This design comes from an exercise in tuning for small area on the open sky130 flow, not from production work.
The RTL was checked by simulation tests, not by an equivalence proof against the original design.

==> design/flow/design.v <==
module enigma_top (
  input  logic         clk,
  input  logic         reset_n,
  input  logic         set,
  input  logic         en,
  input  logic         valid,
  input  logic         dec,
  input  logic [7:0]   din,
  input  logic [31:0]  first_offset,
  input  logic [31:0]  second_offset,
  input  logic [31:0]  third_offset,
  input  logic [31:0]  first_delay,
  input  logic [31:0]  second_delay,
  input  logic [31:0]  third_delay,
  input  logic [207:0] first_idx_in,
  input  logic [207:0] second_idx_in,
  input  logic [207:0] third_idx_in,
  input  logic [207:0] reflector_idx_in,
  output logic [7:0]   dout,
  output logic         done
);
  typedef enum logic [3:0] {
    S_IDLE, S_PREP, S_F1, S_F2, S_F3, S_RF, S_B3, S_B2, S_B1
  } state_t;
  typedef logic [129:0] tbl_t;
  function automatic logic [4:0] add26(input logic [4:0] a, input logic [4:0] b);
    logic [5:0] s;
    s = {1'b0, a} + {1'b0, b};
    if (s >= 6'd26) s = s - 6'd26;
    add26 = s[4:0];
  endfunction
  function automatic logic [4:0] sub26(input logic [4:0] a, input logic [4:0] b);
    if (a >= b) sub26 = a - b;
    else sub26 = a + 5'd26 - b;
  endfunction
  function automatic logic [4:0] inc26(input logic [4:0] a);
    inc26 = (a == 5'd25) ? 5'd0 : a + 5'd1;
  endfunction
  function automatic logic [4:0] dec26(input logic [4:0] a);
    dec26 = (a == 5'd0) ? 5'd25 : a - 5'd1;
  endfunction
  function automatic logic [4:0] mod26(input logic [31:0] v);
    mod26 = 5'(v % 32'd26);
  endfunction
  function automatic tbl_t to_tbl(input logic [207:0] v);
    tbl_t t;
    for (int i = 0; i < 26; i++) t[5*i +: 5] = 5'(v[8*i +: 8] - 8'd65);
    to_tbl = t;
  endfunction
  function automatic tbl_t inv_tbl(input tbl_t t);
    tbl_t r;
    r = '0;
    for (int j = 0; j < 26; j++)
      for (int i = 0; i < 26; i++)
        if (t[5*i +: 5] == 5'(j)) r[5*j +: 5] = 5'(i);
    inv_tbl = r;
  endfunction
  function automatic logic [4:0] rotor(input tbl_t t, input logic [4:0] x, input logic [4:0] p);
    rotor = sub26(t[5*add26(x, p) +: 5], p);
  endfunction
  state_t      state_q, state_d;
  logic [7:0]  dout_q, dout_d;
  logic        done_q, done_d;
  logic [7:0]  din_q, din_d;
  logic        letter_q, letter_d;
  logic        dec_q, dec_d;
  logic [4:0]  x_q, x_d;
  logic [4:0]  p1_q, p1_d, p2_q, p2_d, p3_q, p3_d;
  logic [31:0] c1_q, c1_d, c2_q, c2_d, c3_q, c3_d;
  logic [31:0] dly1_q, dly1_d, dly2_q, dly2_d, dly3_q, dly3_d;
  tbl_t        w1_q, w1_d, w2_q, w2_d, w3_q, w3_d;
  tbl_t        wi1_q, wi1_d, wi2_q, wi2_d, wi3_q, wi3_d;
  tbl_t        ref_q, ref_d;
  logic        is_up, is_low, letter_in;
  logic [4:0]  x_in, y_b1;
  logic [31:0] d1, d2, d3;
  always_comb begin
    is_up = (din >= 8'd65) && (din <= 8'd90);
    is_low = 1'b0;
    letter_in = is_up || is_low;
    x_in      = is_low ? 5'(din - 8'd97) : 5'(din - 8'd65);
    d1 = (dly1_q == 32'd0) ? 32'd1 : dly1_q;
    d2 = (dly2_q == 32'd0) ? 32'd1 : dly2_q;
    d3 = (dly3_q == 32'd0) ? 32'd1 : dly3_q;
    y_b1 = rotor(wi1_q, x_q, p1_q);
    state_d  = state_q;
    dout_d   = dout_q;
    done_d   = 1'b0;
    din_d    = din_q;
    letter_d = letter_q;
    dec_d    = dec_q;
    x_d      = x_q;
    p1_d = p1_q;  p2_d = p2_q;  p3_d = p3_q;
    c1_d = c1_q;  c2_d = c2_q;  c3_d = c3_q;
    dly1_d = dly1_q;  dly2_d = dly2_q;  dly3_d = dly3_q;
    w1_d = w1_q;  w2_d = w2_q;  w3_d = w3_q;
    wi1_d = wi1_q;  wi2_d = wi2_q;  wi3_d = wi3_q;
    ref_d = ref_q;
    if (set) begin
      state_d = S_IDLE;
      p1_d = mod26(first_offset);
      p2_d = mod26(second_offset);
      p3_d = mod26(third_offset);
      c1_d = '0;  c2_d = '0;  c3_d = '0;
      dly1_d = first_delay;  dly2_d = second_delay;  dly3_d = third_delay;
      w1_d  = to_tbl(first_idx_in);
      w2_d  = to_tbl(second_idx_in);
      w3_d  = to_tbl(third_idx_in);
      ref_d = to_tbl(reflector_idx_in);
      wi1_d = inv_tbl(w1_d);
      wi2_d = inv_tbl(w2_d);
      wi3_d = inv_tbl(w3_d);
    end else begin
      case (state_q)
        S_IDLE: begin
          if (valid && en) begin
            din_d    = din;
            dec_d    = dec;
            letter_d = letter_in;
            x_d      = x_in;
            state_d  = S_PREP;
          end
        end
        S_PREP: begin
          if (letter_q && dec_q) begin
            if (c1_q == 32'd0) begin
              c1_d = d1 - 32'd1;
              p1_d = dec26(p1_q);
              if (c2_q == 32'd0) begin
                c2_d = d2 - 32'd1;
                p2_d = dec26(p2_q);
                if (c3_q == 32'd0) begin
                  c3_d = d3 - 32'd1;
                  p3_d = dec26(p3_q);
                end else begin
                  c3_d = c3_q - 32'd1;
                end
              end else begin
                c2_d = c2_q - 32'd1;
              end
            end else begin
              c1_d = c1_q - 32'd1;
            end
          end
          state_d = S_F1;
        end
        S_F1: begin x_d = rotor(w1_q, x_q, p1_q);  state_d = S_F2; end
        S_F2: begin x_d = rotor(w2_q, x_q, p2_q);  state_d = S_F3; end
        S_F3: begin x_d = rotor(w3_q, x_q, p3_q);  state_d = S_RF; end
        S_RF: begin x_d = ref_q[5*x_q +: 5];       state_d = S_B3; end
        S_B3: begin x_d = rotor(wi3_q, x_q, p3_q); state_d = S_B2; end
        S_B2: begin x_d = rotor(wi2_q, x_q, p2_q); state_d = S_B1; end
        S_B1: begin
          done_d  = 1'b1;
          dout_d  = letter_q ? (8'd65 + {3'b000, y_b1}) : din_q;
          state_d = S_IDLE;
          if (letter_q && !dec_q) begin
            c1_d = c1_q + 32'd1;
            if (c1_d == d1) begin
              c1_d = '0;
              p1_d = inc26(p1_q);
              c2_d = c2_q + 32'd1;
              if (c2_d == d2) begin
                c2_d = '0;
                p2_d = inc26(p2_q);
                c3_d = c3_q + 32'd1;
                if (c3_d == d3) begin
                  c3_d = '0;
                  p3_d = inc26(p3_q);
                end
              end
            end
          end
        end
        default: state_d = S_IDLE;
      endcase
    end
  end
  always_ff @(posedge clk) begin
    if (reset_n) begin
      state_q  <= S_IDLE;
      dout_q   <= '0;
      done_q   <= 1'b0;
      din_q    <= '0;
      letter_q <= 1'b0;
      dec_q    <= 1'b0;
      x_q      <= '0;
      p1_q <= '0;  p2_q <= '0;  p3_q <= '0;
      c1_q <= '0;  c2_q <= '0;  c3_q <= '0;
      dly1_q <= '0;  dly2_q <= '0;  dly3_q <= '0;
      w1_q <= '0;  w2_q <= '0;  w3_q <= '0;
      wi1_q <= '0;  wi2_q <= '0;  wi3_q <= '0;
      ref_q <= '0;
    end else begin
      state_q  <= state_d;
      dout_q   <= dout_d;
      done_q   <= done_d;
      din_q    <= din_d;
      letter_q <= letter_d;
      dec_q    <= dec_d;
      x_q      <= x_d;
      p1_q <= p1_d;  p2_q <= p2_d;  p3_q <= p3_d;
      c1_q <= c1_d;  c2_q <= c2_d;  c3_q <= c3_d;
      dly1_q <= dly1_d;  dly2_q <= dly2_d;  dly3_q <= dly3_d;
      w1_q <= w1_d;  w2_q <= w2_d;  w3_q <= w3_d;
      wi1_q <= wi1_d;  wi2_q <= wi2_d;  wi3_q <= wi3_d;
      ref_q <= ref_d;
    end
  end
  assign dout = dout_q;
  assign done = done_q;
endmodule
==> design/flow/run.sh <==
#!/bin/bash
# synth_recipe.tcl (not shown) runs the flow's synth.tcl, then flattens the netlist and writes it again
# the make line also repeats each setting of config.mk as NAME=value (left out here)
make -C /OpenROAD-flow-scripts/flow DESIGN_CONFIG=/design/flow/config.mk WORK_HOME=/design/flow/orfs CLKGATE_MAP_FILE= SYNTH_SCRIPT=/design/flow/synth_recipe.tcl finish
==> design/flow/config.mk <==
export PLATFORM = sky130hd
export DESIGN_NAME = enigma_top
export DESIGN_NICKNAME = enigma_top
export VERILOG_FILES = /design/flow/design.v
export SDC_FILE = /design/flow/constraint.sdc
export NUM_CORES = 4
export LEC_CHECK = 0
export CAP_MARGIN = 20
export CORE_MARGIN = 2
export CORE_UTILIZATION = 40
export SLEW_MARGIN = 20
==> design/flow/constraint.sdc <==
create_clock -name core_clock -period 25.0 [get_ports {clk}]
set_input_delay 5.0000 -clock core_clock [delete_from_list [all_inputs] [get_ports {clk}]]
set_output_delay 5.0000 -clock core_clock [all_outputs]
set_load 0.01 [all_outputs]
==> notes.md <==
[cells by family (layout without fill, tap and decap cells)]
family                     Yosys count  count (layout)  share of synthesized area (%)
DFF                               1145            1145                           19.2
xor gates and xnor gates           902             902                           6.68
other                                0              47                              0
muxes                              485             485                           6.53
AOI/OAI and AO/OA                 4924            4924                           27.8
buffers and inverters             1326            1558                           5.18
and+or+nand+nor                   7602            7602                           28.8
adders and majority gates          538             538                           5.77
[worst max-delay path by stage]
stage	startpoint	to	slack (ps)
after global placement	first_offset[31]	p1_q[1]	1120
after global routing	first_offset[31]	p1_q[1]	150
after detailed placement	first_offset[31]	p1_q[1]	1080
final	first_offset[31]	p1_q[1]	1630
after CTS	second_offset[3]	p2_q[4]	1900
after floorplan	second_offset[31]	p2_q[3]	5420
[layout make-up]
type	instances	share of cell area, %
clock inverters	56	0.533
well taps	3939	3.70
inverters	444	1.26
multi-input cells	14451	67.7
flip-flops and latches	1145	17.2
clock buffers	204	3.22
diodes	47	0.0883
repair buffers	854	6.28
[layer usage]
layer | vias up | part of all wire, % | wire length (um)
li1 | 61584 | - | -
met1 | 61667 | 43 | 224000
met2 | 5819 | 43 | 222000
met3 | 957 | 8.6 | 44500
met4 | 52 | 4.9 | 25200
met5 | - | 0.058 | 301
[state kept, by name, summed over array words and instances (netlist names), 5 cells and up]
signal  count
wi2_q     130
dly1_q     32
wi3_q     130
c3_q       32
p2_q        5
wi1_q     130
w2_q      130
p1_q        5
c2_q       32
din_q       8
p3_q        5
dout_q      8
dly2_q     32
c1_q       32
w1_q      130
x_q         5
ref_q     130
w3_q      130
dly3_q     32
[cell usage in the layout, fill, tap and decap left out, types with 506 or more instances in the layout]
| cell type | synthesis | final |
|---|---|---|
| sky130_fd_sc_hd__nand2_1 | 2538 | 2537 |
| sky130_fd_sc_hd__clkdlybuf4s50_1 | 0 | 732 |
| sky130_fd_sc_hd__dfxtp_1 | 1145 | 1143 |
| sky130_fd_sc_hd__nand3_1 | 577 | 577 |
| sky130_fd_sc_hd__o21ai_0 | 1511 | 1509 |
| sky130_fd_sc_hd__a211oi_1 | 770 | 770 |
| sky130_fd_sc_hd__xnor2_1 | 543 | 534 |
| sky130_fd_sc_hd__nor2_1 | 2628 | 2623 |
| sky130_fd_sc_hd__ha_1 | 509 | 506 |
| sky130_fd_sc_hd__a21oi_1 | 810 | 810 |
[worst register-to-register path, cell delays in order (launching register included)]
cell and delay [ps]:
sky130_fd_sc_hd__dfxtp_2 440, sky130_fd_sc_hd__buf_4 480, sky130_fd_sc_hd__ha_1 340, sky130_fd_sc_hd__a21o_1 150, sky130_fd_sc_hd__a21oi_1 210, sky130_fd_sc_hd__xnor2_1 230, sky130_fd_sc_hd__nand2_1 140, sky130_fd_sc_hd__o21ai_0 590
sky130_fd_sc_hd__xnor2_2 180, sky130_fd_sc_hd__buf_4 530, sky130_fd_sc_hd__buf_4 600, sky130_fd_sc_hd__mux4_2 460, sky130_fd_sc_hd__a21oi_1 170, sky130_fd_sc_hd__nor2_1 50, sky130_fd_sc_hd__a31oi_1 250, sky130_fd_sc_hd__a21oi_1 160
sky130_fd_sc_hd__ha_1 450, sky130_fd_sc_hd__a21o_1 220, sky130_fd_sc_hd__a31oi_1 160, sky130_fd_sc_hd__nor2_1 60, sky130_fd_sc_hd__o21ai_0 140, sky130_fd_sc_hd__nand2b_1 180, sky130_fd_sc_hd__o21ai_0 440, sky130_fd_sc_hd__nor2_1 80
sky130_fd_sc_hd__nand2_1 100, sky130_fd_sc_hd__xnor2_1 120, sky130_fd_sc_hd__mux2i_1 100, sky130_fd_sc_hd__a211oi_1 250
[metrics by stage]
stage | worst slack, ps | cell area (um2)
after global routing | 154 | 133000
after floorplan | 5420 | 119000
after CTS | 1900 | 133000
after global placement | 1120 | 128000
final | 1630 | 133000
after detailed placement | 1080 | 128000
==> flow_metrics.tcl <==
set metrics [dict create \
    synth-warning-count 1 \
    setup_viol 0 \
    grt_first_pass_wirelength_mm 754 \
    final.period_utilization_pct 93.5 \
    clk_pin_slew_worst_paths_ps 50 \
    die-height_um 550 \
    seq_area_um2 22900 \
    rsz0062_at_grt "false" \
    beginning_of_the_worst_register_to_register_path "x_q[1]" \
    routabilityCongestion 1.04 \
    timing.slew.headroom_pct 20.6 \
    start_util_pct 40.2 \
    firstDrtPassIters 8 \
    first_global_vias 118346 \
    synth_top_flop_cell "sky130_fd_sc_hd__dfxtp_1" \
    worstHoldStart "wi2_q[61]" \
    syn-cell-area_um2 119000 \
    critical_path_cell_count 55 \
    run_status "no timing/DRC/antenna violations" \
    synthTopCellsByArea "sky130_fd_sc_hd__dfxtp_1 (19%), sky130_fd_sc_hd__nor2_1 (8.3%), sky130_fd_sc_hd__nand2_1 (8.0%)" \
    count_of_mapped_cells_out_of_synthesis 16922 \
    layout_cells_sized_above_1_pct 6.51 \
    critPathMaxStageDelay_ps 1000 \
    area_growth_pct 11.9 \
    fin_cells 21140 \
    synth_seq_area_share_pct 19.2 \
    syn_area_per_cell_um2 7.04 \
    finalSetupTns_ps 0 \
    hpwl_mm 411 \
    global_route.usage.met1_pct 44.9 \
    hold_path.class "register to register" \
    required_ps 25650 \
    grt_use_met3_pct 5.00 \
    synth_cell_types 194 \
    rr_endpoint "dout_q[4]" \
    crit_end_element "register" \
    drt-vias-per-instance 6.15 \
    crit_top_cell "sky130_fd_sc_hd__o21ai_1" \
    hold_buf_count_cts 0 \
    worst_ep_arrival_time_ps 24020 \
    numClockSinks 1145 \
    root_buffer "sky130_fd_sc_hd__clkbuf_16" \
    initial_detailed_routing_violation_count 15991 \
    nets 18616 \
    initial_antenna_violation_count 63 \
    asyncSetResetFlopFracSynth_pct 0 \
    critical_path.top_delay_family "compound AO/OA/AOI/OAI gates" \
    hold_violations 0 \
    grtUsageTotal_pct 32.4 \
    cts_resized 0 \
    worstHoldEndpoint "wi2_q[61]" \
    io_buffer_count 734 \
    final.setup_skew_ps 49.6 \
    cts.path.max_buffers 4 \
    post-place-cells 20833 \
    worst_path_max_delay_cell "sky130_fd_sc_hd__a2111oi_0" \
    worst-r2r-cell-count 27 \
    detail_route.wirelength_mm 516 \
    post-route-min-period_ps 23370 \
    number_of_max_cap_violations 0 \
    synth_area_leader_cell "sky130_fd_sc_hd__dfxtp_1" \
    hold-worst-slack_ps 434 \
    grt_max_degree 197 \
    finalMaxSlewViolations 0 \
    tightestPinTransition_ps 1160 \
    rows 200 \
    layout.core_utilization_pct 44.9 \
    die_width_um 550 \
    crit_path_start_kind "input port" \
    num-fill-cells 31012 \
    remaining_drc_errors 0 \
    count_of_flip_flops_with_a_built_in_enable_after_synthesis 0 \
    r2r_setup_slack_ps 17640 \
    post_drt_wl_per_cell_um 24.4 \
    post-synth-top-count-cell "sky130_fd_sc_hd__nor2_1" \
    busiest_layer "met2" \
    worstPathBufferInverterCount 1 \
    grt_overflow_total 0 \
    die-area_um2 302000 \
    synth_commonest_cells "sky130_fd_sc_hd__nor2_1 (2628), sky130_fd_sc_hd__nand2_1 (2538), sky130_fd_sc_hd__o21ai_0 (1511)" \
    timing.setup.critical_path_class "input port to register" \
    mappedNetlistNets 18490 \
    synth.top_cell.area_share_pct 19.2 \
    hold_path_cells 2 \
    post_cts_buffers 0 \
    multi_input_comb_area_um2 90200 \
    core_area_um2 297000 \
    yosys_register_bits 1145 \
    critPathMaxFanout 21 \
    post_detailed_route_count_of_antenna_violating_nets 0 \
    cts-htree-levels 4 \
    met2_usage_pct 49.3 \
    max_clock_freq_mhz 42.8 \
    tritoncts.num_buffers 152 \
    pin_count 1047 \
    cts_tree "built" \
    route.vias.total 130079 \
    clk-insertion-delay-late_ps 850 \
]

-- afterwards: timing with drivers on the ports --
No port has a modelled driver above. Below, the same layout with a new extraction and two added sets of constraints. Step 1 sets driving cells, clkbuf_16 on the clock port and buf_2 on the other inputs (assumed; they add their load-dependent delay and slew). Step 2 also shifts input and output timing later by t, the mid clock arrival at the registers, as if the neighbouring blocks saw the same clock. a / b / c = ideal / step 1 / step 2; a / b = the first two.
t, ns: 0.916
setup slack, ns: 1.630 / 1.708 / 0.792
clock arrival spread, ns: 0.074 / 0.074
slew at the worst register clock pin (ns): 0.08 / 0.08
worst data-port slew with drivers (ns): 0.24
After both steps this run still meets setup and hold. The setup slack of this run moves by +0.078 ns with the drivers and by -0.838 ns with both steps.
